What follows belongs to an exercise in optimizing a design on an open flow for small area; a production flow would make more cautious choices.
The RTL was checked by simulation tests, not by an equivalence proof against the original design.
No activity file was given, so power comes from the tool's default toggle rates.

### flow/design.v
package rv_pkg;
    localparam int XLEN = 32;                      
    typedef enum logic [6:0] {
        OPC_OP     = 7'b0110011,
        OPC_OP_IMM = 7'b0010011,
        OPC_LUI    = 7'b0110111,
        OPC_AUIPC  = 7'b0010111,
        OPC_JAL    = 7'b1101111,
        OPC_JALR   = 7'b1100111,
        OPC_BRANCH = 7'b1100011
    } opcode_e;
    typedef enum logic [3:0] {
        ALU_ADD, ALU_SUB, ALU_SLL, ALU_SLT, ALU_SLTU, ALU_XOR,
        ALU_SRL, ALU_SRA, ALU_OR, ALU_AND, ALU_PASS_B
    } alu_op_e;
    typedef enum logic [3:0] {
        BR_NONE, BR_BEQ, BR_BNE, BR_BLT, BR_BGE, BR_BLTU, BR_BGEU, BR_JAL, BR_JALR
    } br_op_e;
    typedef enum logic [1:0] {
        WB_NONE, WB_ALU, WB_LINK
    } wb_sel_e;
    localparam logic [6:0] FUNCT7_NORM = 7'b0000000;   
    localparam logic [6:0] FUNCT7_ALT  = 7'b0100000;   
    localparam logic [2:0] F3_ADD_SUB = 3'b000;
    localparam logic [2:0] F3_SLL     = 3'b001;
    localparam logic [2:0] F3_SLT     = 3'b010;
    localparam logic [2:0] F3_SLTU    = 3'b011;
    localparam logic [2:0] F3_XOR     = 3'b100;
    localparam logic [2:0] F3_SRL_SRA = 3'b101;
    localparam logic [2:0] F3_OR      = 3'b110;
    localparam logic [2:0] F3_AND     = 3'b111;
    localparam logic [2:0] F3_BEQ  = 3'b000;           
    localparam logic [2:0] F3_BNE  = 3'b001;
    localparam logic [2:0] F3_BLT  = 3'b100;
    localparam logic [2:0] F3_BGE  = 3'b101;
    localparam logic [2:0] F3_BLTU = 3'b110;
    localparam logic [2:0] F3_BGEU = 3'b111;
endpackage
`timescale 1ns/1ps
module ex_stage
#(
    parameter int XLEN = 32
) (
    input  logic            clk,
    input  logic            rst,
    input  logic            in_valid,
    input  logic [6:0]      opcode,
    input  logic [2:0]      funct3,
    input  logic [6:0]      funct7,
    input  logic [XLEN-1:0] rs1_data,
    input  logic [XLEN-1:0] rs2_data,
    input  logic [XLEN-1:0] imm,
    input  logic [XLEN-1:0] pc,
    output logic            out_valid,
    output logic [XLEN-1:0] out_result,
    output logic            out_illegal,
    output logic            redirect_valid,
    output logic [XLEN-1:0] redirect_pc
);
    logic is_op, is_opi, is_lui, is_auipc, is_jal, is_jalr, is_br;
    logic arith, link, f7n, f7a, bad;
    assign is_op    = (opcode == 7'b0110011);
    assign is_opi   = (opcode == 7'b0010011);
    assign is_lui   = (opcode == 7'b0110111);
    assign is_auipc = (opcode == 7'b0010111);
    assign is_jal   = (opcode == 7'b1101111);
    assign is_jalr  = (opcode == 7'b1100111);
    assign is_br    = (opcode == 7'b1100011);
    assign arith    = is_op | is_opi;
    assign link     = is_jal | is_jalr;
    assign f7n      = (funct7 == 7'b0000000);
    assign f7a      = (funct7 == 7'b0100000);
    assign bad = ~(arith | is_lui | is_auipc | link | is_br)
               | (is_op  & (funct3 == 3'b000 || funct3 == 3'b101) & ~(f7n | f7a))
               | (is_opi & (funct3 == 3'b101) & ~(f7n | f7a))
               | (arith  & (funct3 == 3'b001) & ~f7n)
               | (is_br  & (funct3[2:1] == 2'b01));
    logic sel_pc, sel_rev, sel_rs1, sel_four, sel_rs2, sub;
    assign sel_pc   = opcode[2] & (opcode[6] | ~opcode[5]);
    assign sel_rev  = ~opcode[2] & ~opcode[6] & (funct3 == 3'b001);
    assign sel_rs1  = ~opcode[2] & ~sel_rev;
    assign sel_four = opcode[2] & opcode[6];
    assign sel_rs2  = ~opcode[2] & opcode[5];
    assign sub = ~opcode[2] & (opcode[6] | (~funct3[2] & (funct3[1] | (~funct3[0] & opcode[5] & funct7[5]))));
    logic [31:0] rs1_rev, a, bx;
    always_comb begin
        for (int i = 0; i < 32; i++) begin
            rs1_rev[i] = rs1_data[31-i];
        end
    end
    assign a  = (pc & {32{sel_pc}}) | (rs1_rev & {32{sel_rev}}) | (rs1_data & {32{sel_rs1}});
    logic sel_imm;
    assign sel_imm = ~sel_rs2 & ~sel_four;
    assign bx = (rs2_data & {32{sel_rs2 & ~sub}}) | (~rs2_data & {32{sel_rs2 & sub}})
              | (imm & {32{sel_imm & ~sub}}) | (~imm & {32{sel_imm & sub}})
              | {29'd0, sel_four, 2'd0};
    logic [31:0] p, g, sum;
    assign p = a ^ bx;
    assign g = a & bx;
    logic        co;
    pg_add u_add (.p(p), .g(g), .ci(sub), .s(sum), .co(co));
    logic uns, lt, eq;
    assign uns = opcode[6] ? funct3[1] : funct3[0];
    assign lt  = ~co ^ (~uns & ~p[31]);              
    assign eq  = &p;
    logic [31:0] sr_lo, sr_hi, sr_lo_rev, sr_hi_rev;
    logic        fill;
    assign fill = funct3[2] & funct7[5] & a[31];
    always_comb begin
        logic [31:0] x, z;
        logic [3:0] d, e;
        for (int k = 0; k < 4; k++) begin
            d[k] = (bx[1:0] == k);
            e[k] = (bx[3:2] == k);
        end
        for (int i = 0; i < 32; i++) begin
            x[i] = 1'b0;
            for (int k = 0; k < 4; k++) x[i] = x[i] | (d[k] & ((i + k < 32) ? a[i + k] : fill));
        end
        for (int i = 0; i < 32; i++) begin
            z[i] = 1'b0;
            for (int k = 0; k < 4; k++) z[i] = z[i] | (e[k] & ((i + 4*k < 32) ? x[i + 4*k] : fill));
        end
        for (int i = 0; i < 32; i++) begin
            sr_lo[i] = z[i];
            sr_hi[i] = (i + 16 < 32) ? z[i + 16] : fill;
        end
    end
    always_comb begin
        for (int i = 0; i < 32; i++) begin
            sr_lo_rev[i] = sr_lo[31-i];
            sr_hi_rev[i] = sr_hi[31-i];
        end
    end
    logic redir, keep;
    logic s_sum, s_sll, s_srl, s_lt, s_x, s_a, alu;
    assign keep  = ~bad & ~redir;
    assign alu   = keep & ~opcode[2] & ~opcode[6];
    assign s_sum = keep & (opcode[2] | (~opcode[6] & (funct3 == 3'b000)));
    assign s_sll = alu & (funct3 == 3'b001);
    assign s_lt  = alu & (funct3[2:1] == 2'b01);
    assign s_srl = alu & (funct3 == 3'b101);
    assign s_x   = alu & funct3[2] & ~funct3[0];                       
    assign s_a   = alu & funct3[2] & funct3[1];                        
    logic [31:0] res, t1;
    assign res = (sum & {32{s_sum}})
               | (sr_lo_rev & {32{s_sll & ~bx[4]}}) | (sr_hi_rev & {32{s_sll & bx[4]}})
               | (sr_lo & {32{s_srl & ~bx[4]}}) | (sr_hi & {32{s_srl & bx[4]}})
               | (p & {32{s_x}}) | (g & {32{s_a}}) | {31'd0, lt & s_lt}
               | (t1 & {32{redir}});
    logic [31:0] tb, tsum, tgt;
    logic        taken;
    logic tjalr;
    assign tjalr = opcode[2] & ~opcode[3];
    assign tb    = tjalr ? rs1_data : pc;
    pg_add u_tgt (.p(tb ^ imm), .g(tb & imm), .ci(1'b0), .s(tsum), .co());
    assign tgt   = tsum & {31'h7fffffff, ~tjalr};
    assign taken = opcode[6] & (opcode[2] | ((funct3[2] ? lt : eq) ^ funct3[0]));
    logic        v1, ill1, tk1;
    logic [31:0] r1;
    assign redir = v1 & tk1 & ~ill1;
    always_ff @(posedge clk) begin
        v1   <= in_valid & ~rst & ~redir;
        ill1 <= bad;
        tk1  <= taken;
        r1   <= res;
        t1   <= tgt;
    end
    assign redirect_pc = r1;
    logic accept;
    assign accept = v1 & ~rst;
    always_ff @(posedge clk) begin
        out_valid      <= accept;
        out_illegal    <= accept & ill1;
        redirect_valid <= accept & tk1 & ~ill1;
        out_result     <= r1;
    end
endmodule
module pg_add #(
    parameter int N = 32
) (
    input  logic [N-1:0] p,
    input  logic [N-1:0] g,
    input  logic         ci,
    output logic [N-1:0] s,
    output logic         co
);
    logic [N-1:0] gg, pp;
    always_comb begin
        gg = g;
        pp = p;
        gg[0] = g[0] | (p[0] & ci);
        for (int l = 0; (1 << l) < N; l++) begin
            for (int i = (2 << l) - 1; i < N; i += (2 << l)) begin
                gg[i] = gg[i] | (pp[i] & gg[i - (1 << l)]);
                pp[i] = pp[i] & pp[i - (1 << l)];
            end
        end
        for (int l = 4; l >= 0; l--) begin
            for (int i = 3 * (1 << l) - 1; i < N; i += (2 << l)) begin
                gg[i] = gg[i] | (pp[i] & gg[i - (1 << l)]);
                pp[i] = pp[i] & pp[i - (1 << l)];
            end
        end
        s  = p ^ {gg[N-2:0], ci};
        co = gg[N-1];
    end
endmodule
### flow/flow/run.sh
#!/bin/bash
# The standard layout, with these changes:
#  - ABC maps with this folder's script (flow/abc.script, via flow/my_synth.tcl);
#  - full adder cells are left out, so ABC maps those gates itself;
#  - ports get the smallest buffer (buf_1);
#  - CTS adds no dummy loads to balance the clock tree.
set -euo pipefail
here=$(pwd)
cat > "$here/my_config.mk" <<EOF
include $here/config.mk
export DONT_USE_CELLS += $(cat "$here/flow/dont_use.txt")
EOF
bash standard.sh DESIGN_CONFIG="$here/my_config.mk" SYNTH_SCRIPT="$here/flow/my_synth.tcl" \
    BUFFER_PORTS_ARGS="-buffer_cell sky130_fd_sc_hd__buf_1" \
    CTS_ARGS="-sink_clustering_enable -repair_clock_nets -dont_use_dummy_load" finish > standard.log 2>&1
### flow/flow/abc.script
strash
&get -n
&st
&dch
&nf -R 1000
&put
topo
stime -c
buffer -c
upsize -c
dnsize -c
### flow/flow/dont_use.txt
sky130_fd_sc_hd__fa_1 sky130_fd_sc_hd__fa_2 sky130_fd_sc_hd__fa_4
### flow/flow/my_synth.tcl
# The standard flow's synthesis, with ABC run on this folder's script instead of ORFS's
set ::my_flow_dir [file dirname [file normalize [info script]]]
proc abc {args} {
  set i [lsearch $args -script]
  if {$i >= 0} {
    lset args [expr {$i + 1}] [file join $::my_flow_dir abc.script]
  }
  yosys abc {*}$args
}
source [file join $::my_flow_dir .. synth_recipe.tcl]
### flow/standard.sh
#!/bin/bash
# synth_recipe.tcl (not shown) runs the flow's synth.tcl, then flattens the netlist and writes it again
# the make line also repeats each setting of config.mk as NAME=value (left out here)
make -C /OpenROAD-flow-scripts/flow DESIGN_CONFIG=/design/flow/config.mk WORK_HOME=/design/flow/orfs CLKGATE_MAP_FILE= SYNTH_SCRIPT=/design/flow/synth_recipe.tcl "${@:-finish}"
### flow/config.mk
export PLATFORM = sky130hd
export DESIGN_NAME = ex_stage
export DESIGN_NICKNAME = ex_stage
export VERILOG_FILES = /design/flow/design.v
export SDC_FILE = /design/flow/constraint.sdc
export NUM_CORES = 4
export LEC_CHECK = 0
export CAP_MARGIN = 20
export CORE_MARGIN = 2
export CORE_UTILIZATION = 60
export CTS_BUF_LIST = sky130_fd_sc_hd__clkbuf_8
export SLEW_MARGIN = 20
### flow/constraint.sdc
create_clock -name core_clock -period 7.0 [get_ports {clk}]
set_input_delay 1.4000 -clock core_clock [delete_from_list [all_inputs] [get_ports {clk}]]
set_output_delay 1.4000 -clock core_clock [all_outputs]
set_load 0.01 [all_outputs]
==> results.txt, run 1 <==
GRT
The number of global-route vias before repair came to 8,620. The total track usage is 40.6%. The total overflow left after global routing is 0. The first-pass GRT wire length is 47,300 um. The initial antenna violation count came to 0. Entering global routing, the biggest net connects 36 pins.

Yosys
The share of flip-flops with an asynchronous set or reset is 0%. The Yosys step of the flow raised 2 warnings. The cell count after synthesis is 1,087.

When the netlist entered floorplanning its net count stood at 1,331. The number of flops mapped to enable cells by yosys is 0. The sequential-to-total area share from yosys stat is 23.9%.

The average cell area after synthesis is 7.85 sq um. The combined area of all synthesized cells is 0.00853 sq mm. Among all flip-flop cells after synthesis, the most frequent one is dfxtp_1.

Synthesis instantiated 65 different standard cells from the library. The synthesis-stage register bit count is 102.

Timing
The final-report max-slew violation count is 0. For the pin with the worst max-slew slack, the measured transition is 1190 ps. Setup violations remaining at the end of the flow were counted as 0. Setup repair after global routing left no endpoint under its margin. The final critical-path setup slack is 407 ps.

In the finished design, the share of the clock period the worst path needs comes to 94.2%. The worst pin sits at a relative slew slack of 20.6%. For the final database, setup skew stands at 17.4 ps. Summed over all failing endpoints, the final setup total negative slack is 0 ps. The final hold violation count is 0. Static timing analysis puts the maximum clock frequency at 152 MHz. The minimum period implied by the final worst setup slack is 6590 ps.

Detailed routing
In this run, the number of DRC markers left after iteration 0 of detailed routing was 1,924. After detailed routing, the number of remaining DRC violations is 0. The total wire length is 31,500 um. In the final routed layout, each cell accounts on average for 21.7 um. The total via count after detailed routing is 9,910. Before antenna repair, the detailed router went through 12 iterations. The detailed-route vias per instance is 6.83.

Once detail routing completed, the nets flagged for antenna violations numbered 0.

Power
The leakage power figure is 0.00402 uW. The ratio of total power to cell area is 202 mW/mm^2. The maximum ir drop on the vdd rail is 0.130 mV.

Clock network
The longest clock path from root to sink contains 2 buffers. In this run the post-CTS setup repair buffer count came out at 0. For the worst-skew pair, the clock arrives at the later sink with an insertion delay of 360 ps.

The root buffer cell chosen for the clock tree is clkbuf_16. Clock tree synthesis inserted a total of 9 buffers. The quantity of hold-fixing buffers added after cts is 0. CTS saw 102 sinks. The maximum level of the CTS H-tree is 3. TritonCTS built the clock tree.

The clock slew at the register clock pins of the worst setup and hold paths is 70 ps.

Final layout
The total inserted antenna cells is 0. The share of final-layout standard cells stronger than drive strength 1 is 8.03%. The footprint of the multi-input gates is 0.00619 sq mm. At the end of the flow, the number of nets in the layout was 1,516. From synthesis to final layout, the design area changed by 14.3%. The post-layout utilization of the core is 70.2%. In the final layout, flip-flops and latches occupy 0.00204 sq mm. The layout filler cell count is 1,185.

Place
Routability-driven placement finished with a final weighted congestion of 1.11. The setup slack at placement is -54.1 ps. The count of buffers from port buffering is 214.

Summed over all nets, the half-perimeter wirelength after detailed placement is 24,100 um.

Floorplanning
The die boundary height is 123 um. The core region is 0.0139 sq mm. The number of I/O pins is 215. The number of placement rows is 43. For this configuration, the core starts out at a cell density of 61.4%.

The area enclosed by the die boundary is 0.0152 sq mm. The x dimension of the die is 123 um.

Critical path
For this run, the slowest stage of the critical path takes 360 ps. The worst setup path is launched from an input pin. The nature of the critical path endpoint is a flop. By startpoint and endpoint, the worst setup path is classified as input pin to flop. The most numerous cell on the critical path is nor2_1. The slowest stage of the critical path is the a2111oi_4 cell.

Data on the critical path is required at its endpoint by 7230 ps. The arrival time at the worst endpoint is 6820 ps. Along the worst path, the maximum fanout reaches 4.

Worst hold path
In this run the worst hold path is classified as flop to flop.

Run
The max-capacitance violation count is 0.

Outcome
The run finished with no timing, DRC or antenna violations.
## stage by stage
step / power (uW) / instances / hold WS (ps) / area [sq um]
after floorplan: 1240 / 1087 / 382 / 8530
after global placement: 1480 / 1441 / 331 / 9490
after detailed placement: 1500 / 1441 / 337 / 9490
after CTS: 1920 / 1450 / 340 / 9720
after global routing: 2060 / 1450 / 342 / 9750
final: 1970 / 1450 / 334 / 9750
## area by class of cell
cell class | instances | area share (%)
sequential | 102 | 20.9
clock buffer | 9 | 2.31
tap | 180 | 2.31
timing repair buffer | 243 | 10.5
inverter | 12 | 0.462
multi-input combinational | 904 | 63.5
## registers in the layout, summed over array words and instances, names as in the netlist
register,cells
out_result,32
r1,32
t1,32
ill1,1
out_illegal,1
out_valid,1
redirect_valid,1
tk1,1
v1,1
## layout by cell type, fill, tap and decap left out, drive strengths merged, types with 32 or more instances in the layout
master  instances
a21oi          47
a221oi         46
a222oi         75
a22oi          39
buf           243
dfxtp         102
ha             96
nand2         205
nand3          37
nor2          119
o21ai          60
xnor2          32
## worst paths after layout
path / from / endpoint / slack, ps / cells after the start
setup reg to reg: tk1 / r1[22] / 3980 / 11
hold / removal: r1[11] / out_result[11] / 330 / 0
hold reg to reg: r1[11] / out_result[11] / 330 / 0
setup / recovery: funct3[2] / r1[25] / 410 / 29
## what timing repair did
| item | CTS | global route |
|---|---|---|
| resized for setup | 0 | 4 |
| hold endpoints to repair | 0 | 0 |
| endpoints found under the setup margin | 0 | 8 |
## Yosys cell counts (9+ instances only)
cell type,count,share of area [%]
a221oi_1,43,4.4
a21boi_1,12,1.1
xnor2_1,32,3.3
clkbuf_1,47,2.1
a21oi_1,46,2.7
o21ai_1,12,0.70
ha_1,96,14
o21ai_0,48,2.8
inv_1,9,0.40
mux2_2,31,4.1
a22oi_1,39,3.4
nand3_1,37,2.2
nand2_1,205,9.0
a222oi_1,75,8.8
nor2_1,115,5.1
o22ai_1,15,1.1
dfxtp_1,102,24
buf_2,11,0.65
## critical path: cells and delay by family
kind / cells / cell delay (ps)
AOI/OAI and AO/OA: 10 / 2560
xor gates and xnor gates: 1 / 70
adders and majority gates: 4 / 960
buffers and inverters: 3 / 300
and+or+nand+nor: 11 / 1520
## logic make-up after synthesis
family	after synthesis	share of synthesized area, %
mux	32	4.21
compound gates	343	30.6
simple gates	400	19.7
xor+xnor	33	3.39
flops	102	23.9
fa+ha+maj	96	14.1
buf+inv	81	4.03
## per-layer routing
| layer | part of all wire, % | GRT usage (%) | wire, um | vias to the layer above |
|---|---|---|---|---|
| met3 | 17 | 14.6 | 5270 | 84 |
| met5 | 0 | 0 | 0 | - |
| met4 | 2.9 | 12.8 | 925 | 0 |
| met2 | 40 | 58.0 | 12700 | 853 |
| met1 | 40 | 56.7 | 12600 | 4441 |
| li1 | - | - | - | 4532 |
## report_power, final
group / leakage [uW] / switching [uW] / total, uW / internal (uW)
sequential: 0.000836 / 33.9 / 677 / 643
combinational: 0.00307 / 552 / 862 / 310
clock: 0.000111 / 207 / 434 / 227
==> run 2, diff against run 1 <==
--- a/flow/config.mk
+++ b/flow/config.mk
@@ -7,6 +7,5 @@
 export LEC_CHECK = 0
-export CAP_MARGIN = 20
+export CAP_MARGIN = 5
 export CORE_MARGIN = 2
 export CORE_UTILIZATION = 60
-export CTS_BUF_LIST = sky130_fd_sc_hd__clkbuf_8
-export SLEW_MARGIN = 20
+export SLEW_MARGIN = 5
==> run 2 against run 1 <==
Still clean on timing, DRC and antenna. Hold slack worse by 0.95 ps. Final cell count stayed put. Flip-flop and latch count stayed put. First-iteration DRC count is 8.1% higher. Die area stayed put. Total power is 0.35% lower. Synthesized cell count stayed put. Clock skew hardly changed. Routed wire length is 0.51% lower. Register-to-register slack better by 40 ps. Via count is 0.57% higher. Largest cell class unchanged.
==> results.txt, run 2 <==
Clock network
The sink count of the clock tree is 102. The clock slew at the register clock pins of the worst setup and hold paths is 70 ps. The CTS tree is done. The quantity of hold-fixing buffers added after cts is 0. The later pin in the worst-skew pair is clocked with a latency of 360 ps. TritonCTS created 9 clock buffers. The clock tree synthesis step divided the H-tree into 3 levels. The number of buffers inserted by post-CTS setup repair is 0. The count of cells resized by post-cts repair is 0.

The clock passes through at most 2 buffers. The root buffer cell is clkbuf_16.

Timing
The final critical-path share of the clock period is 94.0%. Based on the critical path, the design can be clocked at up to 152 MHz. The final-report max-slew violation count is 0. The worst pin sits at a relative slew slack of 11.8%. Setup total negative slack on the finished layout was measured at 0 ps. The final setup violation count is 0. The setup skew after layout is 16.9 ps. For the pin with the worst max-slew slack, the measured transition is 1320 ps. The final hold violation count came to 0. The final critical-path setup slack is 418 ps.

The worst path in the final design needs a cycle of 6580 ps, including I/O delays and setup.

Final layout
The post-route netlist has 7.87% of its cells at a drive strength greater than 1. Compared with the post-synthesis result, the final layout area differs by 14.1%. In the final design database the tool counted 1,516 nets. The count of placed standard cells in the final layout, fillers left out is 1,450. Leaving out fill and tap cells, the most frequent cell in the layout is buf_1. In the final layout, the registers with the most flip-flops are out_result (32), r1 (32), t1 (32).

In the layout the commonest cells are buf_1 (214), nand2_1 (205), nor2_1 (110). The repair_antennas step left the layout with diodes totalling 0. The post-layout utilization of the core is 70.1%.

Floorplanning
The area inside the core boundary is 0.0139 sq mm. The die is 123 um tall. The initial core utilization is 61.4%. In this run the horizontal extent of the chip is 123 um. The number of placement rows is 43.

The die covers 0.0152 sq mm. The number of I/O pins is 215.

Critical path
The delay of the slowest cell on the worst path is 350 ps. The data required time of the critical path is 7230 ps. In this run the critical register-to-register path is launched from v1. The worst setup path is of the input pin to flop kind. Along the worst path, the maximum fanout reaches 4. The startpoint type of the worst setup path is an input pin. The endpoint of the most critical setup path is r1[25].

Data arrives at the worst endpoint at 6820 ps. The number of cells on the worst reg-to-reg path is 11. The launching instance or port of the critical path is funct3[2].

The worst register-to-register path ends at r1[22]. The nature of the critical path endpoint is a flop. The slowest stage of the critical path belongs to the cell a2111oi_4. The reg2reg setup slack is 4020 ps. In this design, the critical path's most frequently occurring cell is nor2_1.

Detailed routing
The total wire length is 31,400 um. Before antenna repair, the detailed router went through 13 iterations. Wire segments on met2 add up to 12,500 um in the final route. The met1 wire length is 12,700 um.

The routed design uses 5010 um of met3 wire. For this run, design rule violations remaining after detail routing come to 0. Routed signal wires occupy layers up through met4. In the final routed layout, each cell accounts on average for 21.6 um. The detailed-route vias per instance is 6.87. In this run the remaining antenna-violating nets after routing total 0. The final route contains 9,966 vias. The number of DRC markers after the initial detailed-route iteration is 2,080.

GRT
The first global-routing pass estimated 46,800 um of wire. The initial antenna violation count is 0. The number of global-route vias before repair is 8,550. The maximum number of pins on one net before global-route repair is 36. The total congestion overflow is 0. The total track usage is 40.3%.

Place
Summed over all nets, the half-perimeter wirelength after detailed placement is 24,000 um. Including well taps, the total number of placed cells is 1,441. The count of buffers from port buffering is 214.

At the placement stage, the worst setup path has a slack of -22.5 ps. The congestion estimate from routability-driven global placement came to 1.11.

Yosys
In the synthesized netlist the dominant register cell turns out to be dfxtp_1. The fraction of synthesized cell area taken by the top area cell type is 23.9%. The sequential-to-total area share from yosys stat is 23.9%. The share of flip-flops with an asynchronous set or reset is 0%. Summed over all instances, the cell type with the most area after synthesis is dfxtp_1. After synthesis, the cell types taking the most area are dfxtp_1 (24%), ha_1 (14%), nand2_1 (9.0%). Counting every instance in the synthesized netlist gives 1,087. Yosys mapped a number of flops with a built-in enable equal to 0.

Synthesis produced a netlist with a net count of 1,331. The most frequent cell after synthesis is nand2_1. The count of unique library cells instantiated by Yosys is 65. In this run the cell area of the synthesized design comes to 0.00853 sq mm. The average cell area after synthesis is 7.85 sq um. The synthesis-stage register bit count is 102.

Sorting the synthesized cells by how often they occur yields nand2_1 (205), nor2_1 (115), dfxtp_1 (102), ha_1 (96), a222oi_1 (75). The total of warnings raised by yosys is 2.

Power
The design draws 1970 uW. The analysis attributes to cell leakage a power of 0.00402 uW. The ratio of total power to cell area is 202 mW/mm^2. VDD sags by at most 0.129 mV.

Outcome
The flow ran to the end and the layout has no timing, DRC or antenna violations.

Worst hold path
The class of the worst hold path is flop to flop.

Run
Across the run, the number of max-cap violations was 0.
-- run 2: cell types whose count changed in the layout (fill, tap and decap cells not counted) --
cell and delta:
o21ai_0 +1, o21ai_1 -1, nor2_1 +2, nor2_4 -2
-- run 2: logic make-up after synthesis --
| family | synth area share, % |
|---|---|
| XOR/XNOR | 3.39 |
| flip-flops | 23.9 |
| adder cells (fa/ha/maj) | 14.1 |
| AO/OA/AOI/OAI | 30.6 |
| buffers and inverters | 4.03 |
| multiplexers | 4.21 |
| AND/OR/NAND/NOR | 19.7 |
-- run 2: per-layer routing --
metal,GRT usage (%),up-vias
met5,0,-
met4,15.1,0
met3,12.6,97
met2,56.8,872
met1,57.0,4460
li1,-,4537
-- run 2: layout make-up --
class	count	area (sq um)
timing repair buffer	243	1020
multi-input combinational	904	6170
tap	180	225
inverter	12	45.0
fill	1168	4150
clock buffer	9	225
sequential	102	2040
-- run 2: power by group --
| part | switching (uW) | internal (uW) | total [uW] |
|---|---|---|---|
| combinational | 547 | 309 | 856 |
| clock | 207 | 227 | 434 |
| sequential | 33.0 | 643 | 676 |
| total | 787 | 1180 | 1970 |
-- run 2: how the worst min path moves through the flow --
stage,depth (start not counted),end,from
after global routing,0,out_result[11],r1[11]
after detailed placement,0,out_result[16],r1[16]
final,0,out_result[13],r1[13]
after global placement,0,out_result[15],r1[15]
after CTS,0,out_result[13],r1[13]
after floorplan,0,out_result[0],r1[0]
-- run 2: through the flow --
stage / hold slack, ps / instance area, sq um
after floorplan: 382 / 8530
after global placement: 331 / 9490
after detailed placement: 335 / 9490
after CTS: 337 / 9710
after global routing: 344 / 9730
final: 334 / 9730
-- run 2: critical path, delay by kind of cell --
family / cells / cell delay [ps]
xor gates and xnor gates: 1 / 70
adders and majority gates: 4 / 910
and+or+nand+nor: 11 / 1510
AOI/OAI and AO/OA: 10 / 2600
buffers and inverters: 3 / 290
==> run 3, diff against run 2 <==
==> flow/flow/run.sh (replaced) <==
#!/bin/bash
# The standard layout, with these changes:
#  - ABC maps with this folder's script (flow/abc.script, via flow/my_synth.tcl);
#  - full adder cells are left out, so ABC maps those gates itself;
#  - ports get the smallest buffer (buf_1).
set -euo pipefail
here=$(pwd)
cat > "$here/my_config.mk" <<EOF
include $here/config.mk
export DONT_USE_CELLS += $(cat "$here/flow/dont_use.txt")
EOF
bash standard.sh DESIGN_CONFIG="$here/my_config.mk" SYNTH_SCRIPT="$here/flow/my_synth.tcl" \
    BUFFER_PORTS_ARGS="-buffer_cell sky130_fd_sc_hd__buf_1" finish > standard.log 2>&1
--- a/flow/config.mk
+++ b/flow/config.mk
@@ -7,5 +7,5 @@
 export LEC_CHECK = 0
-export CAP_MARGIN = 5
+export CAP_MARGIN = 20
 export CORE_MARGIN = 2
 export CORE_UTILIZATION = 60
-export SLEW_MARGIN = 5
+export SLEW_MARGIN = 20
==> run 3 against run 2 <==
Non-clock buffer count unchanged. Register-to-register slack worse by 20 ps. Sequential share of layout area down 0.15 points. Hold slack better by 15 ps. Area after synthesis unchanged. Via count up 0.44%. Die area unchanged. Clock power up 13%. First-iteration DRC count about the same.
==> results.txt, run 3 <==
Detailed routing
The detail route stage leaves a number of antenna-violating nets equal to 0. In the routed layout, each cell is associated on average with a via count of 6.88. In the final routed layout, each cell accounts on average for 21.7 um.

After detailed routing, the number of remaining DRC violations is 0. The number of iterations in the first detailed-routing pass is 14. For this block, the via count after detailed routing is 10,000. For this block, the routed nets add up to 31,600 um of wire. For this block, the initial DRC count from the detailed router was 2,081.

Critical path
The reg2reg setup slack is 4000 ps. The worst setup path is captured at a flop. The worst register-to-register path ends at r1[22]. The arrival time at the worst endpoint is 6790 ps. Among the stages of the critical path, the cell type that occurs most often is nor2_1. The startpoint type of the worst setup path is an input pin. For this design, the slowest cell found on the critical path is ha_1.

The maximum fanout along the worst path is 4. For this run, the slowest stage of the critical path takes 350 ps. The worst setup path is of the input pin to flop kind. For the worst setup path, the data required time is 7240 ps. The beginning of the worst register-to-register path is tk1. Measured in cells, the most critical reg-to-reg path has a length of 11.

The launching instance or port of the critical path is funct3[2].

Final layout
The relative area change from synthesis to final layout is 15.0%. In the layout the commonest cells are buf_1 (214), nand2_1 (205), nor2_1 (108). The net count of the finished layout is 1,516. The total inserted antenna cells is 0. The share of final-layout standard cells stronger than drive strength 1 is 8.46%.

The largest registers in the layout are out_result (32), r1 (32), t1 (32). Cells fill 70.6% of the core in the end. The most frequent standard cell in the layout excluding fill and tap cells is buf_1.

GRT
The total overflow left after global routing is 0. The initial antenna violation count was 0. The number of global-route vias before repair is 8,659. Across every metal layer, demand over resource in global routing totals 40.7%. The maximum number of pins on one net before global-route repair is 36. The first global-routing pass estimated 47,400 um of wire.

Timing
The relative slew slack is 22.7%. The final-report max-slew violation count is 0. For the finished layout, the period the worst path requires is 6550 ps.

The highest achievable clock rate is 153 MHz. The final critical-path share of the clock period is 93.6%. The slew at the pin closest to its max-slew limit is 1160 ps. The worst hold-check slack is 348 ps. Setup violations remaining at the end of the flow were counted as 0. Setup repair after global routing left no endpoint under its margin. Between clock sinks in the finished design, the worst skew comes to 15.8 ps. The final hold violation count was 0.

Worst hold path
The path class of the tightest hold or removal check is flop to flop. The start point of the worst hold path is r1[11]. The cell depth of the worst min-delay path is 0. The endpoint of the worst hold-timing path is out_result[11].

Yosys
After synthesis, the share of flip-flops with an asynchronous set or reset is 0%. Counting flops with a built-in enable in the synthesized netlist gives 0. After synthesis, the mean cell area works out to 7.85 sq um. Synthesis instantiated 65 different standard cells from the library. The leading area contributor after synthesis is dfxtp_1. The sequential-to-total area share from yosys stat is 23.9%. In this run, synthesis produced a sequential element count of 102. Ranked by total cell area, the synthesized netlist is headed by dfxtp_1 (24%), ha_1 (14%), nand2_1 (9.0%). After synthesis, the largest area contributor takes up 23.9% of total cell area. The number of nets in the synthesized netlist is 1,331. After synthesis, the most frequently instantiated cells are nand2_1 (205), nor2_1 (115), dfxtp_1 (102), ha_1 (96), a222oi_1 (75).

In this run the cell area of the synthesized design comes to 0.00853 sq mm. The total of warnings raised by yosys is 2. The cell count after synthesis is 1,087. In the post-synthesis netlist, the cell with the most instances is nand2_1. In the synthesized netlist the dominant register cell turns out to be dfxtp_1.

Outcome
The run finished with no timing, DRC or antenna violations.

Power
The leakage power figure is 0.00404 uW. The post-layout total power is 2030 uW. VDD sags by at most 0.130 mV. Power spread over the standard cell area amounts to 207 mW/mm^2.

Floorplanning
The floorplan step defined a die boundary enclosing 0.0152 sq mm. The area inside the core boundary is 0.0139 sq mm. The initialized floorplan defines 43 standard-cell rows. The die boundary height is 123 um. The x dimension of the die is 123 um.

The initial utilization of the core area, before any placement, comes to 61.4%. During I/O placement, the number of pins put on the boundary was 215.

Clock network
TritonCTS created 9 clock buffers. TritonCTS built the clock tree. The clock slew at the register clock pins of the worst setup and hold paths is 70 ps. The number of buffers on the longest clock path is 2. For the worst-skew pair, the clock arrives at the later sink with an insertion delay of 360 ps. Buffers inserted to repair hold after CTS numbered 0. The root buffer cell is clkbuf_16. The sink count of the clock tree is 102. The H-tree was split into 3 levels.

Run
The max-capacitance violation count is 0.

Place
The routability congestion estimate is 1.11. The HPWL after detailed placement is 24,100 um. Input and output buffers added on the ports amount to 214.
## run 3: area by class of cell
type                       count  area (sq um)
tap                          180           225
sequential                   102          2040
clock buffer                   9           225
timing repair buffer         243          1020
fill                        1173          4080
inverter                      12          45.0
multi-input combinational    904          6190
clock inverter                 6          55.1
## run 3: cell families (layout without fill, tap and decap cells)
group	Yosys count	in the layout	share of synthesized area, %
AO/OA/AOI/OAI	343	343	30.6
XOR/XNOR	33	33	3.39
adder cells (fa/ha/maj)	96	96	14.1
buffers and inverters	81	270	4.03
flip-flops	102	102	23.9
multiplexers	32	32	4.21
AND/OR/NAND/NOR	400	400	19.7
## run 3: what timing repair did
item / 4_1_cts / 5_1_grt
resized for setup: 0 / 4
buffers inserted: 0 / 0
setup endpoints to repair: 0 / 8
## run 3: worst max path at each step
stage	to	slack [ps]	cells after the start
after floorplan	r1[25]	510	29
after global placement	r1[25]	30	29
after detailed placement	r1[25]	-50	29
after CTS	r1[25]	280	29
after global routing	r1[25]	60	29
final	r1[25]	450	29
## run 3: worst max-delay path: cells and delay by family
kind,cells,cell delay (ps)
xor gates and xnor gates,1,70
adders and majority gates,4,950
buffers and inverters,3,300
and+or+nand+nor,11,1500
AOI/OAI and AO/OA,10,2540
## run 3: stage by stage
step | cell area (sq um) | TNS (ps) | worst slack (ps) | std cells
2_1_floorplan | 8530 | 0 | 512 | 1087
3_3_place_gp | 9490 | 0 | 31.8 | 1441
3_5_place_dp | 9490 | -60.0 | -54.1 | 1441
4_1_cts | 9770 | 0 | 275 | 1456
5_1_grt | 9800 | 0 | 55.1 | 1456
6_report | 9800 | 0 | 451 | 1456
## run 3: layer usage
| metal | vias up | track usage, % | wire, um |
|---|---|---|---|
| met3 | 85 | 14.9 | 5220 |
| met1 | 4533 | 56.7 | 12700 |
| met2 | 851 | 58.3 | 12800 |
| met4 | 0 | 12.1 | 852 |
| met5 | - | 0 | 0 |
| li1 | 4541 | - | - |
## run 3: power breakdown
part	switching, uW	leakage (uW)	internal [uW]
Clock	244	0.000132	246
Sequential	33.6	0.000836	643
Combinational	552	0.00307	310
Total	829	0.00404	1200
==> run 4, diff against run 3 <==
--- a/flow/flow/run.sh
+++ b/flow/flow/run.sh
@@ -4,3 +4,4 @@
 #  - full adder cells are left out, so ABC maps those gates itself;
-#  - ports get the smallest buffer (buf_1).
+#  - ports get the smallest buffer (buf_1);
+#  - CTS builds the clock tree from clkbuf_8 and adds no dummy loads.
 set -euo pipefail
@@ -12,2 +13,3 @@
 bash standard.sh DESIGN_CONFIG="$here/my_config.mk" SYNTH_SCRIPT="$here/flow/my_synth.tcl" \
-    BUFFER_PORTS_ARGS="-buffer_cell sky130_fd_sc_hd__buf_1" finish > standard.log 2>&1
+    BUFFER_PORTS_ARGS="-buffer_cell sky130_fd_sc_hd__buf_1" \
+    CTS_ARGS="-sink_clustering_enable -repair_clock_nets -dont_use_dummy_load -buf_list sky130_fd_sc_hd__clkbuf_8" finish > standard.log 2>&1
--- a/flow/config.mk
+++ b/flow/config.mk
@@ -7,5 +7,5 @@
 export LEC_CHECK = 0
-export CAP_MARGIN = 20
+export CAP_MARGIN = 0
 export CORE_MARGIN = 2
 export CORE_UTILIZATION = 60
-export SLEW_MARGIN = 20
+export SLEW_MARGIN = 0
==> run 4 against run 3 <==
Sequential power hardly changed. Maximum frequency is 0.28% higher. Sequential share of layout area up 0.37 points. Critical endpoint unchanged. Area after synthesis stayed put. Design area shrank 1.7%. Worst setup slack improved by 18 ps. Via count down 1.3%. Routed wire length is 1.5% lower. Critical path depth did not move. Count of clock-buffer cells in the layout unchanged.
==> results.txt, run 4 <==
Timing
The final hold violation count came to 0. Setup repair after global routing left no endpoint under its margin. The smallest clock period supported by the final layout is computed as 6530 ps. Setup violations remaining at the end of the flow were counted as 0. The final critical path takes up 93.3% of the cycle.

The clock arrives with 28.3 ps of skew. The relative slew slack is 13.2%. For the pin with the worst max-slew slack, the measured transition is 1300 ps. The final-report max-slew violation count is 0. The final critical-path setup slack is 469 ps. Derived from the worst setup path, the maximum achievable clock frequency is 153 MHz.

GRT
The maximum number of pins on one net before global-route repair is 36. The first-pass GRT wire length is 46,800 um. Summed over all layers, the global routing overflow is 0. Global routing used 40.3% of the available tracks.

The initial antenna violation count was 0. The number of global-route vias before repair is 8,578.

Critical path
Of all nets on the critical path, the largest fanout is 4. The beginning of the worst register-to-register path is tk1. At the worst endpoint, the required time is 7260 ps. The critical path in this run is classified as input pin to flop.

The largest single stage delay on the critical path is 340 ps. In this run the worst setup path begins at funct3[2]. The critical-path cell with the highest stage delay is a311oi_2. The worst setup path is launched from an input pin. The buffer and inverter count on the worst path is 3. The nature of the critical path endpoint is a flop. The reg2reg setup slack is 4010 ps. Broken down by cell family, the worst path's largest delay share belongs to compound AO/OA/AOI/OAI gates. Counting cells, the worst reg-to-reg path comes to 11. The most numerous cell on the critical path is nor2_1.

The arrival time at the worst endpoint is 6800 ps. The endpoint of the worst-slack reg-to-reg timing path is r1[22].

Clock network
After clock tree synthesis, the flow added hold-fix buffers numbering 0. The maximum level of the CTS H-tree is 3. The longest clock path from root to sink contains 2 buffers. Buffers inserted during clock tree synthesis total 9. The root buffer cell is clkbuf_8. After clock tree synthesis, the clock-pin slew on the worst setup and hold paths is 100 ps. The tree built by TritonCTS fans out to 102 sinks. In this run the post-CTS setup repair buffer count came out at 0.

For the worst-skew pair, the clock arrives at the later sink with an insertion delay of 400 ps. The CTS tree is done. Gates resized during post-CTS repair numbered 0.

Floorplanning
Measured along the x axis, the die boundary spans 123 um. The core region is 0.0139 sq mm. The floorplan step defined a die boundary enclosing 0.0152 sq mm. The number of I/O pins is 215. The number of placement rows is 43. The die boundary height is 123 um.

The initial core utilization is 61.4%.

Yosys
The number of nets in the synthesized netlist is 1,331. The count of unique library cells instantiated by Yosys is 65. Sorting the synthesized cells by how often they occur yields nand2_1 (205), nor2_1 (115), dfxtp_1 (102), ha_1 (96), a222oi_1 (75). The synthesis-stage register bit count is 102. Yosys mapped a number of flops with a built-in enable equal to 0. The Yosys step of the flow raised 2 warnings. Counting flops with an async set or reset pin after synthesis yields a share of 0%. The biggest area contributor in the post-synthesis netlist is dfxtp_1.

The fraction of synthesized cell area taken by the top area cell type is 23.9%. Sorting the synthesized cells by area gives the leading types as dfxtp_1 (24%), ha_1 (14%), nand2_1 (9.0%). The average cell area after synthesis is 7.85 sq um. Summing the sequential cell areas from Yosys gives 23.9% of the chip area. In the synthesized netlist the dominant register cell turns out to be dfxtp_1. nand2_1 is the most common cell in the netlist. The mapped netlist covers 0.00853 sq mm. Synthesis produced a netlist whose cell count is 1,087.

Detailed routing
In the final routed layout, each cell accounts on average for 21.5 um. The first TritonRoute pass finished after 10 iterations. In this run, the number of DRC markers left after iteration 0 of detailed routing was 2,016. After detailed routing, the number of vias per cell comes to 6.81. After detailed routing, the number of remaining DRC violations is 0. The routed design has 31,100 um of wire.

The total via count after detailed routing is 9,877. The remaining antenna violation count is 0.

Final layout
The flip-flop and latch area is 0.00204 sq mm. After the flow finishes, the layout carries non-filler instances totaling 1,450. The total inserted antenna cells is 0. The footprint of the multi-input gates is 0.00617 sq mm. Leaving out fill and tap cells, the most frequent cells in the layout are buf_1 (214), nand2_1 (205), nor2_1 (110). The layout has 1,174 filler cells. The share of final-layout standard cells stronger than drive strength 1 is 7.87%.

The largest registers in the layout are out_result (32), r1 (32), t1 (32). From synthesis to final layout, the design area changed by 12.9%. The library cell used most frequently in the layout, excluding fill and tap cells, is buf_1. The number of nets in the finished design is 1,516.

Worst hold path
The start point of the worst hold path is r1[13]. The worst hold path terminates at out_result[13]. The class of the worst hold path is flop to flop. The worst hold path passes through 0 cells.

Power
Power spread over the standard cell area amounts to 191 mW/mm^2. The internal power is 1070 uW. Across the VDD grid, the largest voltage drop is 0.129 mV. The analysis attributes to net switching a power of 772 uW. The switching portion of total power is 42.0%. The proportion of power drawn by flip-flops and latches is 36.8%. For this design the static power due to leakage is 0.00397 uW. Combinational logic is responsible for 46.5% of the overall power. The clock network fraction of design power is 16.8%.

Place
The total half-perimeter wirelength after legalization and detailed placement is 24,000 um. In this run the tool buffered the top-level ports with 214 buffer cells. Including well taps, the total number of placed cells is 1,441. Routability-driven placement finished with a final weighted congestion of 1.11.

The setup slack at placement is -22.5 ps.

Outcome
The flow ran to the end and the layout has no timing, DRC or antenna violations.

Run
The max-capacitance violation count is 0.
-- run 4: cell counts after synthesis --
Identical to the previous run, type by type.
-- run 4: worst reg2reg max path: stages (launching register included) --
cell and delay, ps:
dfxtp_1 330, nand2_1 90, nor2_2 40, buf_4 250, nor4_1 370, nand2_1 200
nor2_2 780, buf_4 390, a222oi_1 140, nand3_1 160, a221oi_1 70, nand2_1 100
-- run 4: kinds of logic after synthesis --
| logic type | Yosys count | synth area share, % |
|---|---|---|
| AOI/OAI and AO/OA | 343 | 30.6 |
| xor gates and xnor gates | 33 | 3.39 |
| adders and majority gates | 96 | 14.1 |
| buffers and inverters | 81 | 4.03 |
| DFF | 102 | 23.9 |
| muxes | 32 | 4.21 |
| and+or+nand+nor | 400 | 19.7 |
-- run 4: layer usage --
layer / vias to the layer above / wire [um] / global-route usage, %
met5: - / 0 / 0
met4: 0 / 1080 / 15.6
met3: 86 / 4910 / 13.0
met2: 798 / 12300 / 56.7
met1: 4459 / 12800 / 56.6
li1: 4534 / - / -
-- run 4: through the flow --
stage | utilization (%) | area [sq um] | setup TNS [ps] | hold slack (ps) | total power, uW
final | 69.4 | 9630 | 0 | 330 | 1840
after global routing | 69.4 | 9630 | 0 | 344 | 1930
after CTS | 69.3 | 9610 | 0 | 337 | 1790
after detailed placement | 68.4 | 9490 | -22.5 | 335 | 1490
after global placement | 68.4 | 9490 | 0 | 331 | 1480
after floorplan | - | 8530 | 0 | 382 | 1240
-- run 4: final cells by class --
| type | count | share of cell area [%] |
|---|---|---|
| Clock buffer | 9 | 1.29 |
| Inverter | 12 | 0.468 |
| Multi-Input combinational cell | 904 | 64.1 |
| Sequential cell | 102 | 21.2 |
| Tap cell | 180 | 2.34 |
| Timing Repair Buffer | 243 | 10.6 |
-- run 4: worst max-delay path by stage --
stage                     cells past startpoint     end  slack, ps
after floorplan                              29  r1[25]        510
after global placement                       29  r1[25]         30
after detailed placement                     29  r1[25]        -20
after CTS                                    29  r1[25]        330
after global routing                         29  r1[25]         30
final                                        29  r1[25]        470
-- run 4: power by group through the flow --
| stage | combinational (uW) | sequential, uW | clock (uW) |
|---|---|---|---|
| 2_1_floorplan | 565 | 673 | 0 |
| 3_3_place_gp | 800 | 685 | 0 |
| 3_5_place_dp | 809 | 686 | 0 |
| 4_1_cts | 814 | 673 | 308 |
| 5_1_grt | 925 | 679 | 327 |
| 6_report | 855 | 676 | 309 |
==> run 5, diff against run 4 <==
--- a/flow/config.mk
+++ b/flow/config.mk
@@ -7,5 +7,5 @@
 export LEC_CHECK = 0
-export CAP_MARGIN = 0
+export CAP_MARGIN = 5
 export CORE_MARGIN = 2
 export CORE_UTILIZATION = 60
-export SLEW_MARGIN = 0
+export SLEW_MARGIN = 5
==> run 5 against run 4 <==
Still clean. Critical path depth stayed put. Sequential power about the same. Clock power is essentially flat. First-iteration DRC count unchanged. Total power unchanged. Design area did not move. Via count stayed put. Worst setup slack did not move.
==> results.txt, run 5 <==
Power
The leakage power figure is 0.00397 uW. The ratio of total power to cell area is 191 mW/mm^2. The maximum ir drop on the vdd rail is 0.129 mV.

Clock network
The clock latency reported for the late side of the worst-skew pair is 400 ps. The maximum level of the CTS H-tree is 3. The number of buffers inserted by post-CTS setup repair is 0. The sink count of the clock tree is 102. The number of clock buffers inserted by TritonCTS is 9. TritonCTS built the clock tree. Clock-pin slew was measured on the worst setup and hold paths at 100 ps. The clock passes through at most 2 buffers.

The root buffer cell is clkbuf_8.

Critical path
The setup check on the worst reg-to-reg path leaves a slack of 4010 ps. The beginning of the worst register-to-register path is tk1. The worst setup path is launched from an input pin. The slowest stage of the critical path belongs to the cell a311oi_2. The number of cells on the worst reg-to-reg path is 11. The nature of the critical path endpoint is a flop. In this run the critical register-to-register path is captured at r1[22].

The critical path is of the input pin to flop type. At the worst endpoint, the arrival time is 6800 ps. The maximum fanout along the worst path is 4.

Counting stages on the worst path, the most repeated cell is nor2_1. The delay of the slowest cell on the worst path is 340 ps. The data required time of the critical path is 7260 ps.

GRT
Global routing consumed, on the met3 layer, 13.0% of the routing resources. The total congestion overflow is 0. The number of global-route vias before repair came to 8,578.

The first global-routing pass estimated 46,800 um of wire. Global routing used 56.7% of the available met2 tracks. met2 is the most crowded layer. The fraction of met1 tracks used by global routing is 56.6%.

The maximum number of pins on one net before global-route repair is 36. The initial antenna violation count came to 0. The total track usage is 40.3%.

Timing
The final-report max-slew violation count is 0. For the pin with the worst max-slew slack, the measured transition is 1300 ps. Setup violations remaining at the end of the flow were counted as 0. The final hold violation count is 0. Static timing analysis puts the maximum clock frequency at 153 MHz. Setup repair after global routing left no endpoint under its margin. Adding up every negative setup slack in the final design gives 0 ps. The relative slew slack is 13.2%. The setup skew after layout is 28.3 ps. After layout, the minimum clock period comes to 6530 ps. The final critical-path share of the clock period is 93.3%.

Floorplanning
The area inside the core boundary is 0.0139 sq mm. From left edge to right edge, the die measures 123 um. From bottom edge to top edge, the die measures 123 um. For this configuration, the core starts out at a cell density of 61.4%.

The floorplan has 43 rows. The area enclosed by the die boundary is 0.0152 sq mm. The number of I/O pins is 215.

Detailed routing
After detailed routing, the number of vias per cell comes to 6.81. The average wire length per cell after detail routing is 21.5 um. For this block, the initial DRC count from the detailed router was 2,016. The remaining antenna violation count is 0. The total wire length is 31,100 um. The first detailed-routing pass ran for 10 iterations.

After detailed routing, the number of remaining DRC violations is 0. The final route contains 9,877 vias.

Yosys
The number of nets in the synthesized netlist is 1,331. The synthesized design devotes to its leading area cell type 23.9% of total area. The share of flip-flops with an asynchronous set or reset is 0%. The synthesis-stage register bit count is 102. In the synthesized netlist, the cells that appear most often are nand2_1 (205), nor2_1 (115), dfxtp_1 (102), ha_1 (96), a222oi_1 (75). The total of warnings raised by yosys is 2. Summing every instance area after synthesis gives 0.00853 sq mm. The average cell area after synthesis is 7.85 sq um. In the synthesized netlist the dominant register cell turns out to be dfxtp_1. The count of unique library cells instantiated by Yosys is 65. The most frequent cell after synthesis is nand2_1. The number of flops mapped to enable cells by yosys is 0. The cell count after synthesis is 1,087. The sequential-to-total area share from yosys stat is 23.9%. dfxtp_1 takes more of the synthesized area than any other cell. Sorting the synthesized cells by area gives the leading types as dfxtp_1 (24%), ha_1 (14%), nand2_1 (9.0%).

Final layout
Compared with the post-synthesis result, the final layout area differs by 12.9%. Cells with a size suffix above 1 make up 7.87% of the layout. The library cell used most frequently in the layout, excluding fill and tap cells, is buf_1.

In the layout the commonest cells are buf_1 (214), nand2_1 (205), nor2_1 (110). The final cell area excluding filler cells is 0.00963 sq mm. The total inserted antenna cells is 0. After the last flow step, the layout net total stands at 1,516. The largest registers in the layout are out_result (32), r1 (32), t1 (32).

Worst hold path
The endpoint of the worst hold-timing path is out_result[13]. Counting instances, the worst hold path has a depth of 0. The tightest min-delay check is of the flop to flop type. In this run the most critical hold path is launched from r1[13].

Place
The total half-perimeter wirelength after legalization and detailed placement is 24,000 um. The count of buffers from port buffering is 214. After detailed placement, the total cell area comes to 0.00949 sq mm.

The congestion estimate from routability-driven global placement came to 1.11.

Run
Max-cap violations in this run came to 0.

Outcome
The run finished with no timing, DRC or antenna violations.
## run 5: critical path, delay by kind of cell
family,cells,cell delay [ps]
AOI/OAI and AO/OA,10,2590
and+or+nand+nor,11,1510
adders and majority gates,4,910
buffers and inverters,3,290
xor gates and xnor gates,1,70
## run 5: worst max-delay path by stage
stage                         start      to  cells after the start
final                     funct3[2]  r1[25]                     29
after floorplan           funct3[0]  r1[25]                     29
after CTS                 funct3[2]  r1[25]                     29
after global placement    funct3[1]  r1[25]                     29
after detailed placement  funct3[2]  r1[25]                     29
after global routing      funct3[2]  r1[25]                     29
## run 5: final cells by class
type / instances / area, sq um
Multi-Input combinational cell: 904 / 6170
Fill cell: 1174 / 4250
Timing Repair Buffer: 243 / 1020
Inverter: 12 / 45.0
Clock buffer: 9 / 124
Tap cell: 180 / 225
Sequential cell: 102 / 2040
## run 5: cells by family after synthesis
kind of cell / after synthesis / synth area share [%]
adder cells (fa/ha/maj): 96 / 14.1
flip-flops: 102 / 23.9
AND/OR/NAND/NOR: 400 / 19.7
buffers and inverters: 81 / 4.03
XOR/XNOR: 33 / 3.39
multiplexers: 32 / 4.21
AO/OA/AOI/OAI: 343 / 30.6
## run 5: power breakdown
part	switching (uW)	total, uW	leakage (uW)	internal [uW]
clock	193	309	0.0000647	116
combinational	546	855	0.00307	309
sequential	33.2	676	0.000836	643
## run 5: repair_timing
| action | CTS | global route |
|---|---|---|
| resized for setup | 0 | 3 |
| hold buffers | 0 | 0 |
| endpoints found under the setup margin | 0 | 7 |
## run 5: per-layer routing
layer  share of wire [%]  up-vias
met5                   0        -
met4                 3.5        0
met3                  16       86
met2                  40      798
met1                  41     4459
li1                    -     4534
## run 5: per-stage QoR
stage               hold WS [ps]  utilization, %  std cells  setup slack [ps]  power [uW]
finish                       330            69.4       1450               469        1840
floorplan                    382               -       1087               512        1240
global route                 344            69.4       1450              29.2        1930
CTS                          337            69.3       1450               328        1790
global placement             331            68.4       1441              31.8        1480
detailed placement           335            68.4       1441             -22.5        1490
==> run 6, diff against run 5 <==
--- a/flow/config.mk
+++ b/flow/config.mk
@@ -9,3 +9,3 @@
 export CORE_MARGIN = 2
-export CORE_UTILIZATION = 60
+export CORE_UTILIZATION = 70
 export SLEW_MARGIN = 5
==> run 6 against run 5 <==
Still clean. Highest routed layer unchanged. Combinational power rose by 2.7%. Area after synthesis did not move. Final cell count fell by 2.1%.
==> results.txt, run 6 <==
Final layout
For this run, the post-layout net count is 1,517. Counting the fill cells in the layout gives 864. The most frequent standard cell in the layout excluding fill and tap cells is buf_1.

The top cell types in the final layout, fill and taps aside, are buf_1 (214), nand2_1 (205), nor2_1 (112). Summing all flip-flop and latch instances after layout gives 0.00204 sq mm. In the final layout, the registers with the most flip-flops are out_result (32), r1 (32), t1 (32).

The footprint of the multi-input gates is 0.00617 sq mm. From synthesis to final layout, the design area changed by 12.5%. In the final layout, the share of cells above drive strength 1 is 7.71%.

Yosys
When the netlist entered floorplanning its net count stood at 1,331. By area, the combinational part of the netlist is dominated by compound AO/OA/AOI/OAI gates. Yosys attributes the largest share of cell area to dfxtp_1 (24%), ha_1 (14%), nand2_1 (9.0%).

The commonest cells after synthesis are nand2_1 (205), nor2_1 (115), dfxtp_1 (102), ha_1 (96), a222oi_1 (75). After Yosys synthesis, XOR and XNOR cells account for 3.39% of the synthesized area. The total of warnings raised by yosys is 2. Among all flip-flop cells after synthesis, the most frequent one is dfxtp_1. In the synthesized netlist, mux cells make up 4.21% of the area. The synthesized netlist devotes 14.1% of its cell area to adder and majority cells. The cell count after synthesis is 1,087. The most frequent cell after synthesis is nand2_1.

Sequential elements use 23.9% of the synthesized area. Summing every instance area after synthesis gives 0.00853 sq mm. Summing the areas of all compound-gate instances in the mapped netlist gives 30.6% of the synthesized area. Counting distinct cell types in the post-synthesis netlist gives 65. After Yosys synthesis, and, or, nand and nor cells account for 19.7% of the synthesized area.

The number of flops mapped to enable cells by yosys is 0. After synthesis the netlist holds a flip-flop and latch count of 102. The leading area contributor after synthesis is dfxtp_1. The fraction of synthesized cell area taken by the top area cell type is 23.9%. The share of flip-flops with an asynchronous set or reset is 0%.

The average cell area after synthesis is 7.85 sq um.

Floorplanning
The area inside the core boundary is 0.0120 sq mm. 215 I/O pins were placed. The x dimension of the die is 114 um.

The floorplan step set the die height to 114 um. The area enclosed by the die boundary is 0.0131 sq mm. The initial utilization of the core area, before any placement, comes to 71.3%. The number of placement rows is 40.

GRT
For this run the aggregate overflow at the end of global routing stands at 0. The number of global-route vias before repair came to 9,275. Global routing used 47.3% of the available tracks. The maximum number of pins on one net before global-route repair is 36. The initial antenna violation count was 2. The first global-routing pass estimated 48,500 um of wire.

Detailed routing
The total wire length is 31,800 um. The remaining antenna violation count is 0. For this block, the via count after detailed routing is 10,500.

Dividing the detail-routed wire length by the instance count gives 22.4 um. The post-route DRC violation count is 0. The detailed-route vias per instance is 7.36. For this block, the initial DRC count from the detailed router was 2,422. For this run, the detailed router's first-pass iteration total came to 17.

Power
VDD sags by at most 0.0975 mV. In this run switching power makes up 42.6% of total power. Summed over all nets, the switching power comes to 795 uW.

Registers are responsible for 36.2% of the overall power. The ratio of total power to cell area is 195 mW/mm^2. For this design the static power due to leakage is 0.00398 uW.

The clock network fraction of design power is 16.8%. The internal power is 1070 uW. The fraction of power consumed by combinational cells is 47.1%.

Timing
The final setup violation count is 0. The highest achievable clock rate is 150 MHz. The relative slew slack is 25.4%.

Across the routed clock network, the largest skew measured is 31.0 ps. For the final routed database, the setup TNS stands at 0 ps. The final hold violation count is 0. The tightest hold path in the finished design has a slack of 343 ps. Subtracting the final worst setup slack from the clock period gives 6660 ps. The final-report max-slew violation count was 0.

Setup repair after global routing left no endpoint under its margin. The slew at the pin closest to its max-slew limit is 1110 ps. In the finished design, the share of the clock period the worst path needs comes to 95.1%.

Place
Summed over all nets, the half-perimeter wirelength after detailed placement is 24,000 um. The routability congestion estimate is 1.09. The count of buffers from port buffering is 214.

Critical path
The maximum fanout along the worst path is 6. The worst setup path is launched from an input pin. The type of the worst setup path is input pin to flop.

The number of cells on the worst reg-to-reg path is 10. The arrival time at the worst endpoint is 6910 ps. The nature of the critical path endpoint is a flop.

In this run the critical register-to-register path is launched from v1. The worst register-to-register path ends at r1[4]. For the worst setup path, the data required time is 7250 ps. The reg2reg setup slack is 4150 ps.

Outcome
The run finished with no timing, DRC or antenna violations.

Worst hold path
The endpoint of the worst hold-timing path is out_result[2]. Along the worst hold path, the cell count comes to 0. The class of the worst hold path is flop to flop. The start point of the worst hold path is r1[2].

Clock network
In this run the clock root is driven by a clkbuf_8. The clock latency reported for the late side of the worst-skew pair is 390 ps. The number of buffers on the longest clock path is 2. In this run, CTS created clock tree buffers numbering 9. The H-tree was split into 3 levels. Once the clock tree was built, the setup fixing pass inserted 0 buffers. The sink count of the clock tree is 102. The clock slew at the register clock pins of the worst setup and hold paths is 110 ps. The CTS tree is done.

Run
Max-cap violations in this run came to 0.
-- run 6: cell types whose count changed in the layout (fill, tap and decap cells not counted) --
cell     delta
nor2_2      -2
buf_4       +1
nor2_1      +2
a21oi_1     +1
diode_2     +2
a21oi_2     -1
-- run 6: layout make-up --
class	count	area share, %
multi-input combinational	904	64.3
sequential	102	21.3
timing repair buffer	244	10.7
tap	147	1.92
clock buffer	9	1.29
inverter	12	0.469
antenna	2	0.0522
-- run 6: how the worst max path moves through the flow --
stage          slack (ps)  cells after the start  startpoint  endpoint
2_1_floorplan         510                     29   funct3[0]    r1[25]
3_3_place_gp          170                     29   funct3[1]    r1[25]
3_5_place_dp           20                     28   opcode[6]    r1[25]
4_1_cts               330                     28   opcode[6]    r1[25]
5_1_grt                80                     29   funct3[2]    r1[25]
6_report              340                     28   opcode[6]    r1[25]
-- run 6: routing by layer --
metal | vias to the layer above | share of wire [%] | GRT usage [%]
li1 | 4546 | - | -
met1 | 4660 | 37 | 62.9
met2 | 1061 | 41 | 69.8
met3 | 190 | 18 | 18.8
met4 | 0 | 4.4 | 15.4
met5 | - | 0 | 1.96
-- run 6: what timing repair did --
item	CTS	global route
hold buffers	0	0
endpoints found under the setup margin	0	5
resized for setup	0	2
-- run 6: critical path: stages --
cell and delay (ps):
buf_1 310, a311oi_2 100, nor2_2 240, nor2_2 90
a221oi_2 280, o21a_2 200, inv_2 60, ha_1 330
ha_1 210, or2_2 280, ha_1 190, or2_1 230
a31oi_1 310, nor2_1 120, a2111oi_4 380, o21ai_0 240
a21o_1 260, a21oi_1 220, nor2_1 90, nor2_2 180
inv_1 80, ha_1 190, nor2_1 110, xnor2_1 80
a222oi_1 310, nand3_1 130, a221oi_1 230, nand2_1 90
-- run 6: cell families (layout without fill, tap and decap cells) --
logic type | count (synthesis) | after routing
AO/OA/AOI/OAI | 343 | 343
buffers and inverters | 81 | 265
AND/OR/NAND/NOR | 400 | 400
XOR/XNOR | 33 | 33
other | 0 | 2
adder cells (fa/ha/maj) | 96 | 96
multiplexers | 32 | 32
flip-flops | 102 | 102
-- run 6: power groups by stage --
stage               Sequential (uW)  Combinational [uW]  Clock [uW]
floorplan                       673                 565           0
global placement                682                 796           0
detailed placement              685                 818           0
CTS                             671                 825         305
global route                    678                 933         331
finish                          675                 878         313
-- run 6: metrics by stage --
step           setup WS [ps]  total power [uW]  instances  utilization, %  area (sq um)
3_5_place_dp            20.8              1500       1409            79.0          9450
3_3_place_gp             166              1480       1409            79.0          9450
5_1_grt                 81.9              1940       1418            80.2          9590
2_1_floorplan            512              1240       1087               -          8530
4_1_cts                  334              1800       1418            80.0          9570
6_report                 343              1870       1420            80.2          9590
==> run 7, diff against run 6 <==
==> flow/flow/abc.script (replaced) <==
strash
&get -n
&st
&dch
&nf -R 1000 -p -F 10 -A 5
&put
topo
stime -c
buffer -c
upsize -c
dnsize -c
--- a/flow/config.mk
+++ b/flow/config.mk
@@ -9,3 +9,3 @@
 export CORE_MARGIN = 2
-export CORE_UTILIZATION = 70
+export CORE_UTILIZATION = 60
 export SLEW_MARGIN = 5
==> run 7 against run 6 <==
Critical path depth is 1 higher. Count of clock-buffer cells in the layout stayed put. Sequential power hardly changed. Utilization is 11 points lower. Global-route usage is 6.6 points lower. Worst setup slack better by 84 ps. Total power is 1.8% lower. Sequential share of layout area is 0.064 points lower. Critical endpoint unchanged. Highest routed layer unchanged.
==> results.txt, run 7 <==
Outcome
The flow ran to the end and the layout has no timing, DRC or antenna violations.

Yosys
The most frequent cell after synthesis is nand2_1. The fraction of synthesized cell area taken by the top area cell type is 23.9%. Each instance of the synthesized netlist takes up on average 7.81 sq um. The commonest cells after synthesis are nand2_1 (207), nor2_1 (110), dfxtp_1 (102), ha_1 (96), a222oi_1 (74).

The top flip-flop cell by instance count after synthesis is dfxtp_1. By area the synthesized netlist is led by dfxtp_1 (24%), ha_1 (14%), nand2_1 (9.1%). The share of flip-flops with an asynchronous set or reset is 0%.

The cell count after synthesis is 1,092. In this run, synthesis inferred 0 flip-flops with an integrated enable. Summed over all instances, the cell type with the most area after synthesis is dfxtp_1. In this run, distinct cell masters in the synthesized netlist total 64. Yosys printed 2 warnings.

The combined area of all synthesized cells is 0.00853 sq mm. The synthesis-stage register bit count is 102. The number of nets handed over by synthesis was 1,336. After synthesis, flip-flops and latches occupy 23.9% of the total area.

Detailed routing
After detailed routing, the number of vias per cell comes to 6.83. The wire length on met2 is 12,700 um. The average wire length per cell after detail routing is 21.6 um. For this block, the routed nets add up to 31,300 um of wire. Detailed routing placed a total of 5030 um of wire on met3.

The post-route DRC violation count is 0. The number of DRC markers after the initial detailed-route iteration is 1,996. The top metal layer carrying routed signals is met4.

The number of iterations in the first detailed-routing pass is 14. The total via count after detailed routing is 9,910. The remaining antenna violation count is 0.

The met1 wire length is 12,700 um.

Critical path
The worst register-to-register path begins at v1. The endpoint of the worst-slack reg-to-reg timing path is r1[4]. The number of cells on the worst reg-to-reg path is 9. The arrival time at the worst endpoint is 6840 ps. The setup path with the least slack is of type input pin to flop. Data on the critical path is required at its endpoint by 7270 ps. For this design, the slowest cell found on the critical path is a311oi_2. For this run, the slowest stage of the critical path takes 360 ps. The buffer and inverter count on the worst path is 3. The maximum fanout along the worst path is 5. The reg2reg setup slack is 3720 ps. STA classifies the critical path endpoint as a flop. In this design, the largest share of critical-path delay is due to compound AO/OA/AOI/OAI gates. Counting stages on the worst path, the most repeated cell is nor2_1. The startpoint type of the worst setup path is an input pin.

Timing
Summed over all failing endpoints, the final setup total negative slack is 0 ps. The highest achievable clock rate is 152 MHz. Headroom to the max-slew limit came out at 9.14%.

The final hold violation count came to 0. Setup repair after global routing left no endpoint under its margin. The setup skew after layout is 25.4 ps. For the pin with the worst max-slew slack, the measured transition is 1360 ps.

Hold is met by 323 ps. The final-report max-slew violation count came to 0. Setup violations remaining at the end of the flow were counted as 0. The minimum period implied by the final worst setup slack is 6570 ps. The final critical path takes up 93.9% of the cycle.

GRT
The first-pass GRT wire length is 47,300 um. In the global route stage, overall resource usage came out at 40.7%. The initial antenna violation count was 0. The maximum number of pins on one net before global-route repair is 36. The number of global-route vias before repair was 8,703. The total congestion overflow is 0.

Place
The post-detailed-placement cell area is 0.00949 sq mm. The routability congestion estimate is 1.09. The total half-perimeter wirelength after legalization and detailed placement is 24,300 um. The count of buffers added on input and output ports is 214. The number of placed instances, taps included is 1,442.

Floorplanning
The x dimension of the die is 123 um. The initial utilization of the core area, before any placement, comes to 61.4%. The initialized floorplan defines 43 standard-cell rows.

The area enclosed by the die boundary is 0.0152 sq mm. The die is 123 um tall. The total area inside the core boundary comes to 0.0139 sq mm. Pin placement for this block handled 215 I/O pins.

Worst hold path
In this run the worst hold path is classified as flop to flop. The cell depth of the worst min-delay path is 0. The worst hold path terminates at out_result[20]. The start point of the worst hold path is r1[20].

Clock network
Clock tree synthesis selected as its root buffer the cell clkbuf_8. Clock tree synthesis found a total of 102 sinks. The clock latency reported for the late side of the worst-skew pair is 390 ps. The CTS tree is done. CTS built an H-tree with a depth of 3. The clock slew at the register clock pins of the worst setup and hold paths is 100 ps. The quantity of hold-fixing buffers added after cts is 0. Counting along the longest clock path gives a buffer depth of 2. The number of clock buffers inserted by TritonCTS is 9.

Final layout
The top cell types in the final layout, fill and taps aside, are buf_1 (213), nand2_1 (207), nor2_1 (104). The library cell used most frequently in the layout, excluding fill and tap cells, is buf_1. In the final layout, the registers with the most flip-flops are out_result (32), r1 (32), t1 (32). The final cell area excluding filler cells is 0.00962 sq mm. The relative area change from synthesis to final layout is 12.8%.

The share of final-layout standard cells stronger than drive strength 1 is 7.71%. The count of placed standard cells in the final layout, fillers left out is 1,451. The final layout contains 1,517 nets. The total inserted antenna cells is 0.

Power
The ratio of total power to cell area is 190 mW/mm^2. Summed over all cells, the static leakage comes to 0.00397 uW. The maximum ir drop on the vdd rail is 0.106 mV.

Run
The max-capacitance violation count is 0.
==> run 7: changes by cell type after synthesis, moves of 4 or more <==
cell,before,now
clkbuf_1,47,52
a21oi_1,46,50
a21boi_1,12,8
nor2_1,115,110
o21ai_0,48,54
==> run 7: kinds of logic (layout without fill, tap and decap cells) <==
group | after synthesis | after routing | synth area share, %
AO/OA/AOI/OAI | 345 | 345 | 30.6
XOR/XNOR | 32 | 32 | 3.29
adder cells (fa/ha/maj) | 96 | 96 | 14.1
AND/OR/NAND/NOR | 400 | 400 | 19.8
flip-flops | 102 | 102 | 23.9
buffers and inverters | 85 | 264 | 4.14
multiplexers | 32 | 32 | 4.21
==> run 7: cell type report <==
type	instances	area [sq um]
Multi-Input combinational cell	905	6150
Fill cell	1214	4260
Sequential cell	102	2040
Timing Repair Buffer	245	1040
Tap cell	180	225
Clock buffer	9	124
Inverter	10	37.5
==> run 7: worst max-delay path by stage <==
| stage | cells after the start | end | slack, ps | from |
|---|---|---|---|---|
| after floorplan | 29 | r1[25] | 630 | funct3[0] |
| after global placement | 28 | r1[25] | 240 | opcode[6] |
| after detailed placement | 28 | r1[25] | 130 | opcode[6] |
| after CTS | 28 | r1[25] | 490 | opcode[6] |
| after global routing | 29 | r1[25] | 40 | funct3[2] |
| final | 29 | r1[25] | 430 | funct3[2] |
==> run 7: where the power goes <==
part / internal (uW) / switching, uW
Combinational: 309 / 549
Clock: 116 / 186
Sequential: 643 / 30.8
Total: 1070 / 765
==> run 7: metrics by stage <==
stage	power (uW)	util (%)	setup WS, ps
floorplan	1230	-	635
global placement	1490	68.4	238
detailed placement	1500	68.4	130
CTS	1790	69.3	485
global route	1930	69.3	41.7
finish	1830	69.3	428
==> run 7: repair_timing <==
item | 4_1_cts | 5_1_grt
setup buffers | 0 | 0
gates resized for setup | 0 | 3
endpoints found under the setup margin | 0 | 1
==> run 7: routing by layer <==
metal / up-vias / global-route usage, %
met2: 851 / 58.3
li1: 4535 / -
met5: - / 0
met3: 87 / 14.3
met4: 0 / 13.4
met1: 4437 / 56.6

[afterwards: timing with drivers on the ports]
In the flow no input, the clock included, has a driving cell. The finished layouts below were timed again as built, in two steps. Step 1 (the two cells are an assumption about what drives the block):
set clk [get_ports {clk}]
set_driving_cell -lib_cell sky130_fd_sc_hd__clkbuf_16 $clk
set_driving_cell -lib_cell sky130_fd_sc_hd__buf_2 [delete_from_list [all_inputs] $clk]
Step 2 adds t to the input delays and takes it off the output delays; t is the mean of the earliest and latest rising clock arrival at the registers after step 1. Input paths then give back, and output paths get back, about the clock's delay inside the block. Slacks: no drivers / after step 1 / after step 2; pairs: no drivers / after step 1.
run | t, ns | setup slack, ns | worst setup path at the end | worst register clock-pin slew, ns
run 1 | 0.396 | 0.407 / 0.431 / 0.035 | input to register | 0.07 / 0.07
run 2 | 0.398 | 0.418 / 0.442 / 0.044 | input to register | 0.07 / 0.07
run 3 | 0.405 | 0.451 / 0.474 / 0.069 | input to register | 0.08 / 0.08
run 4 | 0.429 | 0.469 / 0.490 / 0.060 | input to register | 0.11 / 0.11
run 5 | 0.429 | 0.469 / 0.490 / 0.060 | input to register | 0.11 / 0.11
run 6 | 0.418 | 0.343 / 0.362 / -0.057 | input to register | 0.11 / 0.11
run 7 | 0.420 | 0.428 / 0.444 / 0.023 | input to register | 0.10 / 0.10
With both steps, setup timing fails in run 6, where it was met with ideal ports.
